Background: an optimization exercise with open tools, aiming at small area and a short achievable clock period. Do not read the settings as production practice. The RTL was checked by simulation tests, not by an equivalence proof against the original design. Power is estimated from default activity; no workload was simulated.

==> job 7996 <==
Design decodeStage, start of the top module:
module decodeStage (
	input logic CLK,
	input logic RESET,
	input logic FREEZE,
	input decodePkg::instr_t instr,
	input decodePkg::word_t pca,
	input decodePkg::word_t cia,
	input decodePkg::fwdSrc_t exFwd,
	input decodePkg::fwdSrc_t memFwd,
	input decodePkg::fwdSrc_t wbFwd,
	input decodePkg::word_t wbData,
	output decodePkg::idEx_t idEx,
	output decodePkg::word_t nextPc,
	output logic fetchNull,
	output logic insertBubble,
	output logic sysPulse
);
	decodePkg::ctrl_t ctrl;
	logic [3*DataWidth-1:0] rdA_m;
	logic [3*DataWidth-1:0] rdB_m;
	decodePkg::word_t rdA;
	decodePkg::word_t rdB;
	decodePkg::word_t sysArg;
	decodePkg::word_t fwdA;
	decodePkg::word_t fwdB;
	decodePkg::word_t imm;
	logic taken;
	decodePkg::regAddr_t dest;
	decodePkg::idEx_t idExNext;
	logic [BubbleCntWidth-1:0] bubbleCnt;
	instrDecoder u_decoder (
		.instr (instr),
		.ctrl  (ctrl)
	);
	regFile u_regFile (
		.CLK    (CLK),
		.srcA   (instr.r.rs),
		.srcB   (instr.r.rt),
		.wb     (wbFwd),
		.wbData (wbData),
		.rdA_m  (rdA_m),
		.rdB_m  (rdB_m),
		.sysArg (sysArg)
	);
	operandForward u_forward (
		.srcA   (instr.r.rs),
		.srcB   (instr.r.rt),
  ...
==> module branchResolve, before the edit <==
module branchResolve (
	input decodePkg::instr_t instr,
	input decodePkg::ctrl_t ctrl,
	input decodePkg::word_t fwdA,
	input decodePkg::word_t fwdB,
	input decodePkg::word_t pca,
	input decodePkg::word_t cia,
	output logic taken,
	output decodePkg::word_t nextPc
);
	logic [1:0] eqR;
	logic eq, neg, neg_n, leZ, le_n;
	logic isBeq, isBne, isBlez, isBgtz, isBltz, isBgez;
	logic isRegimmBr;
	logic [5:0] term_n;
	logic [1:0] any;
	logic cond_n;
	logic cond;
	logic [3:0] anyLo, anyHi, condQ_n;     
	decodePkg::word_t offset;
	decodePkg::word_t branchTarget;
	decodePkg::word_t jumpTarget;
	decodePkg::word_t seqPc;
	assign isBeq = (instr.i.opcode == OpBeq);
	assign isBne = (instr.i.opcode == OpBne);
	assign isBlez = (instr.i.opcode == OpBlez);
	assign isBgtz = (instr.i.opcode == OpBgtz);
	assign isRegimmBr = (instr.i.opcode == OpRegimm) && (instr.i.rt[3:1] == 3'b000);
	assign isBltz = isRegimmBr && !instr.i.rt[0];     
	assign isBgez = isRegimmBr && instr.i.rt[0];      
	eqTree u_eq (.a(fwdA), .b(fwdB), .r(eqR), .eq(eq));
	leTree u_le (.a(fwdA), .z(leZ), .le_n(le_n));
	assign neg = fwdA[DataWidth-1];
	assign neg_n = ~neg;
	nand2g u_beq (.a(eq), .b(isBeq), .y(term_n[0]));
	o21aig u_bne (.a1(eqR[0]), .a2(eqR[1]), .b1(isBne), .y(term_n[1]));      
	o21aig u_blez (.a1(neg), .a2(leZ), .b1(isBlez), .y(term_n[2]));         
	nand2g u_bgtz (.a(le_n), .b(isBgtz), .y(term_n[3]));
	nand2g u_bltz (.a(neg), .b(isBltz), .y(term_n[4]));
	nand2g u_bgez (.a(neg_n), .b(isBgez), .y(term_n[5]));
	nand3g u_any0 (.a(term_n[0]), .b(term_n[1]), .c(term_n[2]), .y(any[0]));
	nand3g u_any1 (.a(term_n[3]), .b(term_n[4]), .c(term_n[5]), .y(any[1]));
	nor2g u_cond (.a(any[0]), .b(any[1]), .y(cond_n));
	assign cond = ~cond_n;
	for (genvar k = 0; k < 4; k++) begin : g_condQ
		nand3g u_any0 (.a(term_n[0]), .b(term_n[1]), .c(term_n[2]), .y(anyLo[k]));
		nand3g u_any1 (.a(term_n[3]), .b(term_n[4]), .c(term_n[5]), .y(anyHi[k]));
		nor2g u_cond (.a(anyLo[k]), .b(anyHi[k]), .y(condQ_n[k]));
	end
	assign taken = ctrl.jump | cond;
	assign offset = {{(DataWidth-18){instr.i.imm16[15]}}, instr.i.imm16, 2'b00};
	assign branchTarget = pca + offset;
	assign jumpTarget = {cia[31:28], instr.j.index26, 2'b00};   
	always_comb begin
		if (ctrl.jump && ctrl.jumpIndex) begin
			seqPc = jumpTarget;
		end else if (ctrl.jump) begin
			seqPc = fwdA;                    
		end else begin
			seqPc = pca;
		end
	end
	for (genvar b = 0; b < DataWidth; b++) begin : g_pc
		logic u_n, v_n;
		o21aig u_br (.a1(anyLo[b/8]), .a2(anyHi[b/8]), .b1(branchTarget[b]), .y(u_n));
		nand2g u_seq (.a(condQ_n[b/8]), .b(seqPc[b]), .y(v_n));
		nand2g u_pc (.a(u_n), .b(v_n), .y(nextPc[b]));
	end
endmodule
==> module regFile, before the edit <==
module regFile (
	input logic CLK,
	input decodePkg::regAddr_t srcA,
	input decodePkg::regAddr_t srcB,
	input decodePkg::fwdSrc_t wb,
	input decodePkg::word_t wbData,
	output logic [3*DataWidth-1:0] rdA_m,    
	output logic [3*DataWidth-1:0] rdB_m,
	output decodePkg::word_t sysArg
);
	logic [DataWidth-1:0] regs [0:RegCount-1];
	logic [RegCount*DataWidth-1:0] regsFlat;
	logic [RegCount-1:0] we;
	logic [RegCount-1:0] selA;
	logic [RegCount-1:0] selB;
	always_comb begin
		for (int i = 0; i < RegCount; i++) begin
			we[i] = wb.writeback && (wb.dest == RegAddrWidth'(i));
			selA[i] = (srcA == RegAddrWidth'(i));
			selB[i] = (srcB == RegAddrWidth'(i));
		end
	end
	for (genvar i = 0; i < RegCount; i++) begin : g_reg
		always_ff @(posedge CLK) begin
			if (we[i]) begin
				regs[i] <= wbData;
			end
		end
		assign regsFlat[i*DataWidth +: DataWidth] = regs[i];
	end
	readPort u_portA (.sel(selA), .regs(regsFlat), .m(rdA_m));
	readPort u_portB (.sel(selB), .regs(regsFlat), .m(rdB_m));
	assign sysArg = regs[SysArgReg];   
endmodule
==> module readPort, before the edit <==
module readPort (
	input logic [RegCount-1:0] sel,
	input logic [RegCount*DataWidth-1:0] regs,
	output logic [3*DataWidth-1:0] m
);
	for (genvar b = 0; b < DataWidth; b++) begin : g_bit
		logic [10:0] n;
		for (genvar k = 0; k < 10; k++) begin : g_aoi
			aoi222 u_aoi (
				.a0(sel[3*k]),   .b0(regs[(3*k)*DataWidth+b]),
				.a1(sel[3*k+1]), .b1(regs[(3*k+1)*DataWidth+b]),
				.a2(sel[3*k+2]), .b2(regs[(3*k+2)*DataWidth+b]),
				.y(n[k])
			);
		end
		aoi22 u_aoi_last (
			.a0(sel[30]), .b0(regs[30*DataWidth+b]),
			.a1(sel[31]), .b1(regs[31*DataWidth+b]),
			.y(n[10])
		);
		nand4g u_m0 (.a(n[0]), .b(n[1]), .c(n[2]), .d(n[3]), .y(m[3*b]));
		nand4g u_m1 (.a(n[4]), .b(n[5]), .c(n[6]), .d(n[7]), .y(m[3*b+1]));
		nand3g u_m2 (.a(n[8]), .b(n[9]), .c(n[10]), .y(m[3*b+2]));
	end
endmodule
clock: 8.5 ns
lec_check: 0
abc_clock_period_in_ps: 100000
cap_margin: 20
core_margin: 2
core_utilization: 40
cts_buf_list: sky130_fd_sc_hd__clkbuf_4 sky130_fd_sc_hd__clkbuf_8
place_density: 0.5
setup_slack_margin: 3.0
slew_margin: 20
synth_hierarchical: 1
standard.sh (not shown) runs the stock make flow with config.mk's settings and CLKGATE_MAP_FILE= SYNTH_SCRIPT=/design/flow/synth_recipe.tcl, a recipe that flattens the netlist after the stock synthesis.
==> flow/flow/run.sh <==
#!/bin/bash
# The standard layout (standard.sh: ORFS synthesis to final layout), with these changes:
# - the I/O ports get plain buf_2 buffers instead of the delay cells buffer_ports picks by
#   default (the resizer still sizes them),
# - the resizer may swap cells across footprints,
# - CTS uses no dummy load cells and clusters up to 14 sinks within 50 um per leaf buffer
#   (ORFS's other CTS options unchanged).
# The full make output goes to standard.log here; ORFS's per-step logs are under orfs/logs/.
set -euo pipefail
bash standard.sh \
	"BUFFER_PORTS_ARGS=-buffer_cell sky130_fd_sc_hd__buf_2" \
	MATCH_CELL_FOOTPRINT=0 \
	"CTS_ARGS=-sink_clustering_enable -repair_clock_nets -dont_use_dummy_load -sink_clustering_size 14 -sink_clustering_max_diameter 50 -buf_list {sky130_fd_sc_hd__clkbuf_4 sky130_fd_sc_hd__clkbuf_8}" \
	finish > standard.log 2>&1
==> job 6440: changes against job 7996 <==
--- a/flow/design.v
+++ b/flow/design.v
@@ -391,3 +391,2 @@
 	logic cond;
-	logic [3:0] anyLo, anyHi, condQ_n;     
 	decodePkg::word_t offset;
@@ -417,7 +416,2 @@
 	assign cond = ~cond_n;
-	for (genvar k = 0; k < 4; k++) begin : g_condQ
-		nand3g u_any0 (.a(term_n[0]), .b(term_n[1]), .c(term_n[2]), .y(anyLo[k]));
-		nand3g u_any1 (.a(term_n[3]), .b(term_n[4]), .c(term_n[5]), .y(anyHi[k]));
-		nor2g u_cond (.a(anyLo[k]), .b(anyHi[k]), .y(condQ_n[k]));
-	end
 	assign taken = ctrl.jump | cond;
@@ -437,4 +431,4 @@
 		logic u_n, v_n;
-		o21aig u_br (.a1(anyLo[b/8]), .a2(anyHi[b/8]), .b1(branchTarget[b]), .y(u_n));
-		nand2g u_seq (.a(condQ_n[b/8]), .b(seqPc[b]), .y(v_n));
+		o21aig u_br (.a1(any[0]), .a2(any[1]), .b1(branchTarget[b]), .y(u_n));
+		nand2g u_seq (.a(cond_n), .b(seqPc[b]), .y(v_n));
 		nand2g u_pc (.a(u_n), .b(v_n), .y(nextPc[b]));
==> flow/flow/run.sh (replaced) <==
#!/bin/bash
# The standard layout (standard.sh: ORFS synthesis to final layout), with these changes:
# - the I/O ports get plain buf_2 buffers instead of the delay cells buffer_ports picks by
#   default (the resizer still sizes them),
# - the resizer may swap cells across footprints,
# - CTS uses no dummy load cells (same options as ORFS's default otherwise).
# The full make output goes to standard.log here; ORFS's per-step logs are under orfs/logs/.
set -euo pipefail
bash standard.sh \
	"BUFFER_PORTS_ARGS=-buffer_cell sky130_fd_sc_hd__buf_2" \
	MATCH_CELL_FOOTPRINT=0 \
	"CTS_ARGS=-sink_clustering_enable -repair_clock_nets -dont_use_dummy_load -buf_list {sky130_fd_sc_hd__clkbuf_4 sky130_fd_sc_hd__clkbuf_8}" \
	finish > standard.log 2>&1
==> job 4674: changes against job 7996 <==
--- a/flow/design.v
+++ b/flow/design.v
@@ -246,12 +246,27 @@
 );
+	localparam int Half = DataWidth / 2;
 	logic [DataWidth-1:0] regs [0:RegCount-1];
 	logic [RegCount*DataWidth-1:0] regsFlat;
-	logic [RegCount-1:0] we;
-	logic [RegCount-1:0] selA;
-	logic [RegCount-1:0] selB;
+	logic [3:0] loA_n, loB_n, loW_n;      
+	logic [7:0] hiA_n, hiB_n, hiW_n;      
+	logic [2*RegCount-1:0] selA;          
+	logic [2*RegCount-1:0] selB;
+	logic [2*RegCount-1:0] we;            
 	always_comb begin
-		for (int i = 0; i < RegCount; i++) begin
-			we[i] = wb.writeback && (wb.dest == RegAddrWidth'(i));
-			selA[i] = (srcA == RegAddrWidth'(i));
-			selB[i] = (srcB == RegAddrWidth'(i));
+		for (int k = 0; k < 4; k++) begin
+			loA_n[k] = !(srcA[1:0] == 2'(k));
+			loB_n[k] = !(srcB[1:0] == 2'(k));
+			loW_n[k] = !(wb.writeback && (wb.dest[1:0] == 2'(k)));
+		end
+		for (int j = 0; j < 8; j++) begin
+			hiA_n[j] = !(srcA[4:2] == 3'(j));
+			hiB_n[j] = !(srcB[4:2] == 3'(j));
+			hiW_n[j] = !(wb.dest[4:2] == 3'(j));
+		end
+	end
+	for (genvar c = 0; c < 2; c++) begin : g_copy
+		for (genvar i = 0; i < RegCount; i++) begin : g_dec
+			nor2g u_selA (.a(hiA_n[i/4]), .b(loA_n[i%4]), .y(selA[c*RegCount+i]));
+			nor2g u_selB (.a(hiB_n[i/4]), .b(loB_n[i%4]), .y(selB[c*RegCount+i]));
+			nor2g u_we (.a(hiW_n[i/4]), .b(loW_n[i%4]), .y(we[c*RegCount+i]));
 		end
@@ -261,3 +276,6 @@
 			if (we[i]) begin
-				regs[i] <= wbData;
+				regs[i][Half-1:0] <= wbData[Half-1:0];
+			end
+			if (we[RegCount+i]) begin
+				regs[i][DataWidth-1:Half] <= wbData[DataWidth-1:Half];
 			end
@@ -271,3 +289,3 @@
 module readPort (
-	input logic [RegCount-1:0] sel,
+	input logic [2*RegCount-1:0] sel,     
 	input logic [RegCount*DataWidth-1:0] regs,
@@ -277,7 +295,9 @@
 		logic [10:0] n;
+		logic [RegCount-1:0] s;
+		assign s = sel[(b / (DataWidth/2))*RegCount +: RegCount];
 		for (genvar k = 0; k < 10; k++) begin : g_aoi
 			aoi222 u_aoi (
-				.a0(sel[3*k]),   .b0(regs[(3*k)*DataWidth+b]),
-				.a1(sel[3*k+1]), .b1(regs[(3*k+1)*DataWidth+b]),
-				.a2(sel[3*k+2]), .b2(regs[(3*k+2)*DataWidth+b]),
+				.a0(s[3*k]),   .b0(regs[(3*k)*DataWidth+b]),
+				.a1(s[3*k+1]), .b1(regs[(3*k+1)*DataWidth+b]),
+				.a2(s[3*k+2]), .b2(regs[(3*k+2)*DataWidth+b]),
 				.y(n[k])
@@ -286,4 +306,4 @@
 		aoi22 u_aoi_last (
-			.a0(sel[30]), .b0(regs[30*DataWidth+b]),
-			.a1(sel[31]), .b1(regs[31*DataWidth+b]),
+			.a0(s[30]), .b0(regs[30*DataWidth+b]),
+			.a1(s[31]), .b1(regs[31*DataWidth+b]),
 			.y(n[10])
- CORE_UTILIZATION: 40 -> 65
- CTS_BUF_LIST: sky130_fd_sc_hd__clkbuf_4 sky130_fd_sc_hd__clkbuf_8 -> default
- PLACE_DENSITY: 0.5 -> 0.78
==> summary of the runs <==
Setup slack: job 7996 is better than job 6440 (0.068 ns). Combinational power: job 4674 is lower than job 6440 (about 8%). Between job 6440 and job 4674, the lower hold slack is in job 4674 (gap 0.0019 ns). Clock-buffer cell count: job 6440 > job 7996 > job 4674. Of job 6440 and job 7996, job 6440 has the higher total power (gap 7.1%, measured against job 7996). Routed wire length: job 6440 > job 7996 > job 4674. Clock skew: job 6440 > job 4674 > job 7996. Sequential power is about the same in job 7996 and job 6440. The highest synthesized cell count belongs to job 4674, the lowest to job 6440. In job 4674 the maximum frequency is lower than in job 7996, by 0.93%.
==> figures <==
| item | job 7996 | job 6440 | job 4674 |
|---|---|---|---|
| Result of the run | timing/DRC/antenna clean | timing/DRC/antenna clean | timing/DRC/antenna clean |
| Register-to-Register Setup Slack | 4.66 ns | 4.54 ns | 4.59 ns |
| Worst Path Max Fanout | 10 | 20 | 8 |
| Total met3 wirelength after detailed routing | 37,160 um | 38,960 um | 39,550 um |
| Worst hold slack after final layout | 0.4756 ns | 0.4741 ns | 0.4722 ns |
| Initial standard-cell utilization of the core | 40.33% | 40.29% | 65.58% |
| Violation count after the first detailed-routing iteration | 9,922 | 10,520 | 13,400 |
| Count of multi-input gates | 2,483 | 2,486 | 2,579 |
| Post-synthesis net count | 4,024 | 4,012 | 4,115 |
| Fraction of area in multi-input gates | 30.44% | 30.01% | 31.06% |
| Power attributed to combinational cells | 0.00191 W | 0.00194 W | 0.00179 W |
| Power Density | 181.0 mW/mm^2 | 191.8 mW/mm^2 | 175.9 mW/mm^2 |
| Wire length reported by the detailed router | 251,600 um | 264,900 um | 203,900 um |
| Routability Congestion | 0.9458 | 0.9634 | 1.035 |
| Share of layout cells above drive strength 1 | 29.36% | 29.66% | 27.55% |
| Filler cell count | 11,470 | 11,290 | 4,701 |
| Critical path capture point | nextPc[3] | nextPc[26] | nextPc[20] |
| Worst R2R Path Depth | 19 | 18 | 17 |
| Cell count along the critical path | 19 | 21 | 21 |
| Die span in x | 362.6 um | 362.4 um | 286.1 um |
| Seq. pwr | 0.00622 W | 0.00624 W | 0.00622 W |
| Count of non-CTS buffers in the layout | 822 | 802 | 824 |

==> static timing again, ports no longer ideal <==
Ports are ideal in the flow. The routed layouts listed here were re-timed in OpenROAD. Step 1 (the two cells are an assumption about what drives the block):
set clk [get_ports {CLK}]
set_driving_cell -lib_cell sky130_fd_sc_hd__clkbuf_16 $clk
set_driving_cell -lib_cell sky130_fd_sc_hd__buf_2 [delete_from_list [all_inputs] $clk]
Step 2 moves the port delays by t, midway between the first and last clock arrival at a register: inputs arrive t later, outputs are due t later. That takes back most of the time a late clock gives input paths. Slacks: no drivers / after step 1 / after step 2; pairs: no drivers / after step 1.
| run | shift t [ns] | setup slack, ns | pins driven straight from the clock port |
|---|---|---|---|
| job 7996 | 0.957 | 1.065 / 1.016 / 1.016 | 1 |
| job 6440 | 1.002 | 0.996 / 0.773 / 0.773 | 1 |
| job 4674 | 0.832 | 0.995 / 0.824 / 0.824 | 1 |
After both steps every run listed still meets setup and hold. The setup slack of job 6440, which loses most, moves by -0.223 ns with the drivers and by -0.223 ns with both steps.
